What follows belongs to an exercise in optimizing a design on an open flow for small area and a short achievable clock period; a production flow would make more cautious choices.
Function was checked by simulation only, so behaviour that the tests miss may differ from the original.
No activity file was given, so power comes from the tool's default toggle rates.

== P ==
==> module hiLoUnit, before the edit <==
module hiLoUnit #(
	parameter int dataWidth = 16
) (
	input logic clk,
	input logic rst,
	input logic we,  
	input logic [dataWidth-1:0] a,
	input logic [dataWidth-1:0] b,
	output logic [dataWidth-1:0] hi,
	output logic [dataWidth-1:0] lo,
	output logic valid  
);
	localparam int lowBits = 6;
	localparam int w = 2 * dataWidth;
	logic [w-1:0] x, y, z;
	logic [lowBits-1:0] lfs, lfc;  
	logic [lowBits:0] lowSum;
	logic [lowBits-1:0] hlLow;  
	logic hlCa, hlCb;  
	logic [w-1:lowBits] hlX, hlY, hlZ;  
	logic [w-1:lowBits] fs, fc;  
	logic [w-lowBits:0] upSum;
	logic hlValid;  
	logic [w-1:0] product;
	csMult csMult_i (.a(a), .b(b), .x(x), .y(y), .z(z));
	assign lfs = x[lowBits-1:0] ^ y[lowBits-1:0] ^ z[lowBits-1:0];
	assign lfc = (x[lowBits-1:0] & y[lowBits-1:0]) | (x[lowBits-1:0] & z[lowBits-1:0])
		| (y[lowBits-1:0] & z[lowBits-1:0]);
	assign lowSum = {1'b0, lfs} + {1'b0, lfc[lowBits-2:0], 1'b0};
	always_ff @(posedge clk) begin
		if (rst) hlValid <= 1'b0;
		else if (we) hlValid <= 1'b1;
	end
	always_ff @(posedge clk) begin
		if (we) begin
			hlLow <= lowSum[lowBits-1:0];
			hlCa <= lowSum[lowBits];
			hlCb <= lfc[lowBits-1];
			hlX <= x[w-1:lowBits];
			hlY <= y[w-1:lowBits];
			hlZ <= z[w-1:lowBits];
		end
	end
	assign fs = hlX ^ hlY ^ hlZ;
	assign fc = {(hlX[w-2:lowBits] & hlY[w-2:lowBits])
		| (hlX[w-2:lowBits] & hlZ[w-2:lowBits])
		| (hlY[w-2:lowBits] & hlZ[w-2:lowBits]), hlCb};
	assign upSum = {fs, hlCa} + {fc, hlCa};
	assign product = {upSum[w-lowBits:1], hlLow};
	assign valid = hlValid;
	assign hi = product[w-1:dataWidth];
	assign lo = product[dataWidth-1:0];
endmodule
clock: 7.5 ns
lec_check: 0
cap_margin: 20
core_margin: 2
core_utilization: 40
setup_slack_margin: 4.25
slew_margin: 20
standard.sh (not shown) runs the stock make flow with config.mk's settings and CLKGATE_MAP_FILE= SYNTH_SCRIPT=/design/flow/synth_recipe.tcl, a recipe that flattens the netlist after the stock synthesis.
==> flow/flow/run.sh <==
#!/bin/bash
# The standard layout (standard.sh, standard synthesis included) with two
# changes: the port buffers are buf_4 cells rather than the delay cells
# buffer_ports picks by itself, and clock tree synthesis adds no dummy loads and
# clusters up to 20 registers per leaf buffer.
set -euo pipefail
export BUFFER_PORTS_ARGS="-buffer_cell sky130_fd_sc_hd__buf_4"
export CTS_ARGS="-sink_clustering_enable -repair_clock_nets -dont_use_dummy_load -sink_clustering_size 20 -sink_clustering_max_diameter 100"
bash standard.sh > standard.log 2>&1
Here is what was changed in the inputs of Q compared with P.
--- a/flow/design.v
+++ b/flow/design.v
@@ -115,45 +115,30 @@
 	output logic [dataWidth-1:0] lo,
 	output logic valid  
 );
-	localparam int lowBits = 6;
-	localparam int w = 2 * dataWidth;
-	logic [w-1:0] x, y, z;
-	logic [lowBits-1:0] lfs, lfc;  
-	logic [lowBits:0] lowSum;
-	logic [lowBits-1:0] hlLow;  
-	logic hlCa, hlCb;  
-	logic [w-1:lowBits] hlX, hlY, hlZ;  
-	logic [w-1:lowBits] fs, fc;  
-	logic [w-lowBits:0] upSum;
+	logic [2*dataWidth-1:0] x, y, z;
+	logic [2*dataWidth-1:0] hlX, hlY, hlZ;
+	logic [2*dataWidth-1:0] fs, fc;  
 	logic hlValid;  
-	logic [w-1:0] product;
+	logic [2*dataWidth-1:0] product;
 	csMult csMult_i (.a(a), .b(b), .x(x), .y(y), .z(z));
-	assign lfs = x[lowBits-1:0] ^ y[lowBits-1:0] ^ z[lowBits-1:0];
-	assign lfc = (x[lowBits-1:0] & y[lowBits-1:0]) | (x[lowBits-1:0] & z[lowBits-1:0])
-		| (y[lowBits-1:0] & z[lowBits-1:0]);
-	assign lowSum = {1'b0, lfs} + {1'b0, lfc[lowBits-2:0], 1'b0};
 	always_ff @(posedge clk) begin
 		if (rst) hlValid <= 1'b0;
 		else if (we) hlValid <= 1'b1;
 	end
 	always_ff @(posedge clk) begin
 		if (we) begin
-			hlLow <= lowSum[lowBits-1:0];
-			hlCa <= lowSum[lowBits];
-			hlCb <= lfc[lowBits-1];
-			hlX <= x[w-1:lowBits];
-			hlY <= y[w-1:lowBits];
-			hlZ <= z[w-1:lowBits];
+			hlX <= x;
+			hlY <= y;
+			hlZ <= z;
 		end
 	end
 	assign fs = hlX ^ hlY ^ hlZ;
-	assign fc = {(hlX[w-2:lowBits] & hlY[w-2:lowBits])
-		| (hlX[w-2:lowBits] & hlZ[w-2:lowBits])
-		| (hlY[w-2:lowBits] & hlZ[w-2:lowBits]), hlCb};
-	assign upSum = {fs, hlCa} + {fc, hlCa};
-	assign product = {upSum[w-lowBits:1], hlLow};
+	assign fc = {(hlX[2*dataWidth-2:0] & hlY[2*dataWidth-2:0])
+		| (hlX[2*dataWidth-2:0] & hlZ[2*dataWidth-2:0])
+		| (hlY[2*dataWidth-2:0] & hlZ[2*dataWidth-2:0]), 1'b0};
+	assign product = fs + fc;
 	assign valid = hlValid;
-	assign hi = product[w-1:dataWidth];
+	assign hi = product[2*dataWidth-1:dataWidth];
 	assign lo = product[dataWidth-1:0];
 endmodule
 module csMult (
[summary]
- On relative area of clock buffers and inverters in the final design, Q tracks P almost exactly.
- Row combinational power: Q lower / P higher
- Floorplan check, Q vs P: die outline larger in Q
- Part of the power in combinational logic is lower on Q
- The fraction of synthesized area in multiplexers was comparable across Q and P.
- Q: utilization after layout higher than P
- Q reports a lower synthesized cell count than P does.
- From P to Q the numbers moved as follows: clock period minus worst slack went down by 200 ps, detailed-route wire length went up by 2000 um, sequential share of layout area went up by 0.15 points, number of library cell types mapped by synthesis went up by 10.
- Diff P -> Q | simple-gate share of the synthesized area | decrease of 0.37 points

## harbor
cpuPipeline, a different RTL version from the one above (not shown whole).
Size in the first run: ~410 flip-flops, about 25000 µm² of cells after synthesis.
==> module aluUnit, before the edit <==
module aluUnit #(
	parameter int dataWidth = 16
) (
	input logic [dataWidth-1:0] a,
	input logic [dataWidth-1:0] b,
	input logic [cpuPkg::regAddrWidth-1:0] imm,
	input logic [cpuPkg::selCount-1:0] sel,  
	output logic [dataWidth-1:0] y
);
	logic [dataWidth-1:0] opB;  
	logic [dataWidth-1:0] sum;
	logic sub, less;
	assign sub = sel[cpuPkg::selSub] | sel[cpuPkg::selSlt];
	always_comb begin
		if (sel[cpuPkg::selAddi]) opB = {{(dataWidth-cpuPkg::regAddrWidth){1'b0}}, imm};
		else if (sub) opB = ~b;
		else opB = b;
	end
	assign sum = a + opB + {{(dataWidth-1){1'b0}}, sub};  
	assign less = (a[dataWidth-1] ^ b[dataWidth-1]) ? a[dataWidth-1] : sum[dataWidth-1];
	always_comb begin
		y = '0;
		if (sel[cpuPkg::selAdd] | sel[cpuPkg::selSub] | sel[cpuPkg::selAddi]) y = y | sum;
		if (sel[cpuPkg::selAnd]) y = y | (a & b);
		if (sel[cpuPkg::selOr]) y = y | (a | b);
		if (sel[cpuPkg::selXor]) y = y | (a ^ b);
		if (sel[cpuPkg::selSlt]) y = y | {{(dataWidth-1){1'b0}}, less};
	end
endmodule
==> module decodeStage, before the edit <==
module decodeStage #(
	parameter int dataWidth = 16
) (
	input logic clk,
	input logic rst,
	input logic instrValid,  
	input cpuPkg::instr_t instr,
	input logic wbValid,  
	input cpuPkg::regAddr_t wbAddr,
	input logic [dataWidth-1:0] wbData,
	output logic [dataWidth-1:0] exRd1,
	output logic [dataWidth-1:0] exRd2,
	output logic exFwdA,  
	output logic exFwdB,
	output logic [cpuPkg::regAddrWidth-1:0] exImm,
	output cpuPkg::regAddr_t exWriteAddr,
	output logic exWriteEn,
	output logic exMult,  
	output logic [cpuPkg::selCount-1:0] exSel  
);
	logic [5:0] opcode;
	cpuPkg::regAddr_t a1F, a2F, immF;  
	logic [dataWidth-1:0] rd1, rd2;
	logic [cpuPkg::selCount-1:0] sel;
	logic dstIsA2;
	assign opcode = instr[cpuPkg::opcodeMsb:cpuPkg::opcodeLsb];
	assign a1F = instr[cpuPkg::a1Msb:cpuPkg::a1Lsb];
	assign a2F = instr[cpuPkg::a2Msb:cpuPkg::a2Lsb];
	assign immF = instr[cpuPkg::immMsb:cpuPkg::immLsb];
	registerFile #(.dataWidth(dataWidth)) registerFile_i (
		.clk(clk), .rst(rst),
		.ra1(a1F), .ra2(a2F), .rd1(rd1), .rd2(rd2),
		.we(wbValid), .wa(wbAddr), .wd(wbData)
	);
	always_comb begin
		sel = '0;
		case (opcode)
			cpuPkg::opAdd: sel[cpuPkg::selAdd] = 1'b1;
			cpuPkg::opSub: sel[cpuPkg::selSub] = 1'b1;
			cpuPkg::opAnd: sel[cpuPkg::selAnd] = 1'b1;
			cpuPkg::opOr: sel[cpuPkg::selOr] = 1'b1;
			cpuPkg::opXor: sel[cpuPkg::selXor] = 1'b1;
			cpuPkg::opSlt: sel[cpuPkg::selSlt] = 1'b1;
			cpuPkg::opAddi: sel[cpuPkg::selAddi] = 1'b1;
			cpuPkg::opMfhi: sel[cpuPkg::selHi] = 1'b1;
			cpuPkg::opMflo: sel[cpuPkg::selLo] = 1'b1;
			default: ;  
		endcase
	end
	assign dstIsA2 = (opcode == cpuPkg::opAddi);  
	always_ff @(posedge clk) begin
		if (rst) begin
			exWriteEn <= 1'b0;
			exMult <= 1'b0;
		end else begin
			exWriteEn <= instrValid & (|sel);  
			exMult <= instrValid & (opcode == cpuPkg::opMult);
		end
	end
	always_ff @(posedge clk) begin
		exRd1 <= rd1;
		exRd2 <= rd2;
		exFwdA <= exWriteEn && (exWriteAddr == a1F);
		exFwdB <= exWriteEn && (exWriteAddr == a2F);
		exImm <= immF;
		exWriteAddr <= dstIsA2 ? a2F : immF;
		exSel <= sel;
	end
endmodule
==> module executeStage, before the edit <==
module executeStage #(
	parameter int dataWidth = 16
) (
	input logic clk,
	input logic rst,
	input logic [dataWidth-1:0] exRd1,  
	input logic [dataWidth-1:0] exRd2,
	input logic exFwdA,
	input logic exFwdB,
	input logic [cpuPkg::regAddrWidth-1:0] exImm,
	input cpuPkg::regAddr_t exWriteAddr,
	input logic exWriteEn,
	input logic exMult,
	input logic [cpuPkg::selCount-1:0] exSel,
	output logic wbValid,  
	output cpuPkg::regAddr_t wbAddr,
	output logic [dataWidth-1:0] wbData
);
	logic [dataWidth-1:0] srcA, srcB;  
	logic [dataWidth-1:0] aluY;
	logic [dataWidth-1:0] hi, lo;
	logic [dataWidth-1:0] result;
	assign srcA = exFwdA ? wbData : exRd1;
	assign srcB = exFwdB ? wbData : exRd2;
	aluUnit #(.dataWidth(dataWidth)) aluUnit_i (
		.a(srcA),
		.b(srcB),
		.imm(exImm),
		.sel(exSel),
		.y(aluY)
	);
	hiLoUnit #(.dataWidth(dataWidth)) hiLoUnit_i (
		.clk(clk),
		.rst(rst),
		.we(exMult),
		.a(srcA),
		.b(srcB),
		.hi(hi),
		.lo(lo)
	);
	assign result = aluY
		| (hi & {dataWidth{exSel[cpuPkg::selHi]}})
		| (lo & {dataWidth{exSel[cpuPkg::selLo]}});
	always_ff @(posedge clk) begin
		if (rst) begin
			wbValid <= 1'b0;
		end else begin
			wbValid <= exWriteEn;  
		end
	end
	always_ff @(posedge clk) begin
		wbAddr <= exWriteAddr;
		wbData <= result;
	end
endmodule
==> module cpuPipeline, before the edit <==
module cpuPipeline #(
	parameter int dataWidth = 16
) (
	input logic clk,
	input logic rst,
	input logic instrValid,
	input cpuPkg::instr_t instr,
	output logic wbValid,
	output cpuPkg::regAddr_t wbAddr,
	output logic [dataWidth-1:0] wbData
);
	logic [dataWidth-1:0] exRd1, exRd2;
	logic exFwdA, exFwdB;
	logic [cpuPkg::regAddrWidth-1:0] exImm;
	cpuPkg::regAddr_t exWriteAddr;
	logic exWriteEn;
	logic exMult;
	logic [cpuPkg::selCount-1:0] exSel;
	decodeStage #(.dataWidth(dataWidth)) decodeStage_i (
		.clk(clk), .rst(rst), .instrValid(instrValid), .instr(instr),
		.wbValid(wbValid), .wbAddr(wbAddr), .wbData(wbData),
		.exRd1(exRd1), .exRd2(exRd2), .exFwdA(exFwdA), .exFwdB(exFwdB),
		.exImm(exImm), .exWriteAddr(exWriteAddr), .exWriteEn(exWriteEn),
		.exMult(exMult), .exSel(exSel)
	);
	executeStage #(.dataWidth(dataWidth)) executeStage_i (
		.clk(clk), .rst(rst),
		.exRd1(exRd1), .exRd2(exRd2), .exFwdA(exFwdA), .exFwdB(exFwdB),
		.exImm(exImm), .exWriteAddr(exWriteAddr), .exWriteEn(exWriteEn),
		.exMult(exMult), .exSel(exSel),
		.wbValid(wbValid), .wbAddr(wbAddr), .wbData(wbData)
	);
endmodule
make LEC_CHECK=0 CAP_MARGIN=20 CORE_MARGIN=2 CORE_UTILIZATION=40 SETUP_SLACK_MARGIN=4.0 SLEW_MARGIN=20 finish   # period 7.5 ns
run.sh (not shown) runs the stock make flow with config.mk's settings and CLKGATE_MAP_FILE= SYNTH_SCRIPT=/design/flow/synth_recipe.tcl, a recipe that flattens the netlist after the stock synthesis.
Stock flow here: none of the scripts above is used.
The flow did not stop early for harbor: all stages ran, and the layout cleared the timing, DRC and antenna checks.
#### Input delta (raven over harbor)
--- a/flow/design.v
+++ b/flow/design.v
@@ -101,9 +101,11 @@
 		if (sel[cpuPkg::selAddi]) opB = {{(dataWidth-cpuPkg::regAddrWidth){1'b0}}, imm};
 		else if (sub) opB = ~b;
 		else opB = b;
 	end
-	assign sum = a + opB + {{(dataWidth-1){1'b0}}, sub};  
+	logic [dataWidth:0] sumC;
+	assign sumC = {a, sub} + {opB, sub};
+	assign sum = sumC[dataWidth:1];
 	assign less = (a[dataWidth-1] ^ b[dataWidth-1]) ? a[dataWidth-1] : sum[dataWidth-1];
 	always_comb begin
 		y = '0;
 		if (sel[cpuPkg::selAdd] | sel[cpuPkg::selSub] | sel[cpuPkg::selAddi]) y = y | sum;
@@ -650,12 +652,11 @@
 	input cpuPkg::instr_t instr,
 	input logic wbValid,  
 	input cpuPkg::regAddr_t wbAddr,
 	input logic [dataWidth-1:0] wbData,
+	input logic [dataWidth-1:0] exResult,  
 	output logic [dataWidth-1:0] exRd1,
 	output logic [dataWidth-1:0] exRd2,
-	output logic exFwdA,  
-	output logic exFwdB,
 	output logic [cpuPkg::regAddrWidth-1:0] exImm,
 	output cpuPkg::regAddr_t exWriteAddr,
 	output logic exWriteEn,
 	output logic exMult,  
@@ -700,12 +701,10 @@
 			exMult <= instrValid & (opcode == cpuPkg::opMult);
 		end
 	end
 	always_ff @(posedge clk) begin
-		exRd1 <= rd1;
-		exRd2 <= rd2;
-		exFwdA <= exWriteEn && (exWriteAddr == a1F);
-		exFwdB <= exWriteEn && (exWriteAddr == a2F);
+		exRd1 <= (exWriteEn && (exWriteAddr == a1F)) ? exResult : rd1;
+		exRd2 <= (exWriteEn && (exWriteAddr == a2F)) ? exResult : rd2;
 		exImm <= immF;
 		exWriteAddr <= dstIsA2 ? a2F : immF;
 		exSel <= sel;
 	end
@@ -716,25 +715,24 @@
 	input logic clk,
 	input logic rst,
 	input logic [dataWidth-1:0] exRd1,  
 	input logic [dataWidth-1:0] exRd2,
-	input logic exFwdA,
-	input logic exFwdB,
 	input logic [cpuPkg::regAddrWidth-1:0] exImm,
 	input cpuPkg::regAddr_t exWriteAddr,
 	input logic exWriteEn,
 	input logic exMult,
 	input logic [cpuPkg::selCount-1:0] exSel,
 	output logic wbValid,  
 	output cpuPkg::regAddr_t wbAddr,
-	output logic [dataWidth-1:0] wbData
+	output logic [dataWidth-1:0] wbData,
+	output logic [dataWidth-1:0] exResult  
 );
-	logic [dataWidth-1:0] srcA, srcB;  
+	logic [dataWidth-1:0] srcA, srcB;
 	logic [dataWidth-1:0] aluY;
 	logic [dataWidth-1:0] hi, lo;
 	logic [dataWidth-1:0] result;
-	assign srcA = exFwdA ? wbData : exRd1;
-	assign srcB = exFwdB ? wbData : exRd2;
+	assign srcA = exRd1;
+	assign srcB = exRd2;
 	aluUnit #(.dataWidth(dataWidth)) aluUnit_i (
 		.a(srcA),
 		.b(srcB),
 		.imm(exImm),
@@ -752,8 +750,9 @@
 	);
 	assign result = aluY
 		| (hi & {dataWidth{exSel[cpuPkg::selHi]}})
 		| (lo & {dataWidth{exSel[cpuPkg::selLo]}});
+	assign exResult = result;
 	always_ff @(posedge clk) begin
 		if (rst) begin
 			wbValid <= 1'b0;
 		end else begin
@@ -776,25 +775,26 @@
 	output cpuPkg::regAddr_t wbAddr,
 	output logic [dataWidth-1:0] wbData
 );
 	logic [dataWidth-1:0] exRd1, exRd2;
-	logic exFwdA, exFwdB;
+	logic [dataWidth-1:0] exResult;
 	logic [cpuPkg::regAddrWidth-1:0] exImm;
 	cpuPkg::regAddr_t exWriteAddr;
 	logic exWriteEn;
 	logic exMult;
 	logic [cpuPkg::selCount-1:0] exSel;
 	decodeStage #(.dataWidth(dataWidth)) decodeStage_i (
 		.clk(clk), .rst(rst), .instrValid(instrValid), .instr(instr),
 		.wbValid(wbValid), .wbAddr(wbAddr), .wbData(wbData),
-		.exRd1(exRd1), .exRd2(exRd2), .exFwdA(exFwdA), .exFwdB(exFwdB),
+		.exRd1(exRd1), .exRd2(exRd2), .exResult(exResult),
 		.exImm(exImm), .exWriteAddr(exWriteAddr), .exWriteEn(exWriteEn),
 		.exMult(exMult), .exSel(exSel)
 	);
 	executeStage #(.dataWidth(dataWidth)) executeStage_i (
 		.clk(clk), .rst(rst),
-		.exRd1(exRd1), .exRd2(exRd2), .exFwdA(exFwdA), .exFwdB(exFwdB),
+		.exRd1(exRd1), .exRd2(exRd2),
 		.exImm(exImm), .exWriteAddr(exWriteAddr), .exWriteEn(exWriteEn),
 		.exMult(exMult), .exSel(exSel),
-		.wbValid(wbValid), .wbAddr(wbAddr), .wbData(wbData)
+		.wbValid(wbValid), .wbAddr(wbAddr), .wbData(wbData),
+		.exResult(exResult)
 	);
 endmodule
Results
- Worst setup timing slack at the placement stage: higher on raven
- raven vs harbor — clock buffer count from CTS dropped 4.4%.
- Compared with harbor, raven shows global routing usage summed across all routing layers lower by 0.73 points.
- raven vs. harbor: required time reported for the critical path endpoint ~0 delta; sequential cell count lost 2.
- raven did not stop at any stage, and its layout met the timing, DRC and antenna checks.
- raven against harbor: switching power share of the total higher, synthesized cell count picked up an extra 72, layout-stage area growth over the synthesis result dropped 5.8 points.
- The lower y dimension of the die of raven and harbor is in harbor.
- Count of clock-buffer cells in the layout ended up 3 lower on raven than on harbor.
- Cell count delta for raven relative to harbor: 0.57% higher
- Of raven and harbor, the higher fraction of the cycle the final worst path needs belongs to harbor.
- Via count of the first global-routing pass up 192 in raven wrt harbor
- Leakage power total: raven vs harbor down about 3.6%

what the ideal ports hide:
In the flow no input, the clock included, has a driving cell. The finished layouts below were timed again as built, in two steps.
Step 1: set_driving_cell puts a clkbuf_16 on clk and a buf_2 on each other input, an assumption about the parent block.
Step 2 adds t to the input delays and takes it off the output delays; t is the mean of the earliest and latest rising clock arrival at the registers after step 1. Input paths then give back, and output paths get back, about the clock's delay inside the block.
Three values: ideal ports, drivers, drivers and shift; two values: the first two.
| run | t, ns | setup slack, ns | pins driven straight from the clock port |
|---|---|---|---|
| P | 0.623 | 3.872 / 3.872 / 3.458 | 1 |
| Q | 0.637 | 4.071 / 4.071 / 3.516 | 1 |
| harbor | 0.657 | 3.287 / 3.287 / 3.287 | 1 |
| raven | 0.647 | 3.692 / 3.692 / 3.421 | 1 |
After both steps every run listed still meets setup and hold. For Q, which loses most, drivers alone change the setup slack by 0.000 ns; drivers and shift together by -0.555 ns.
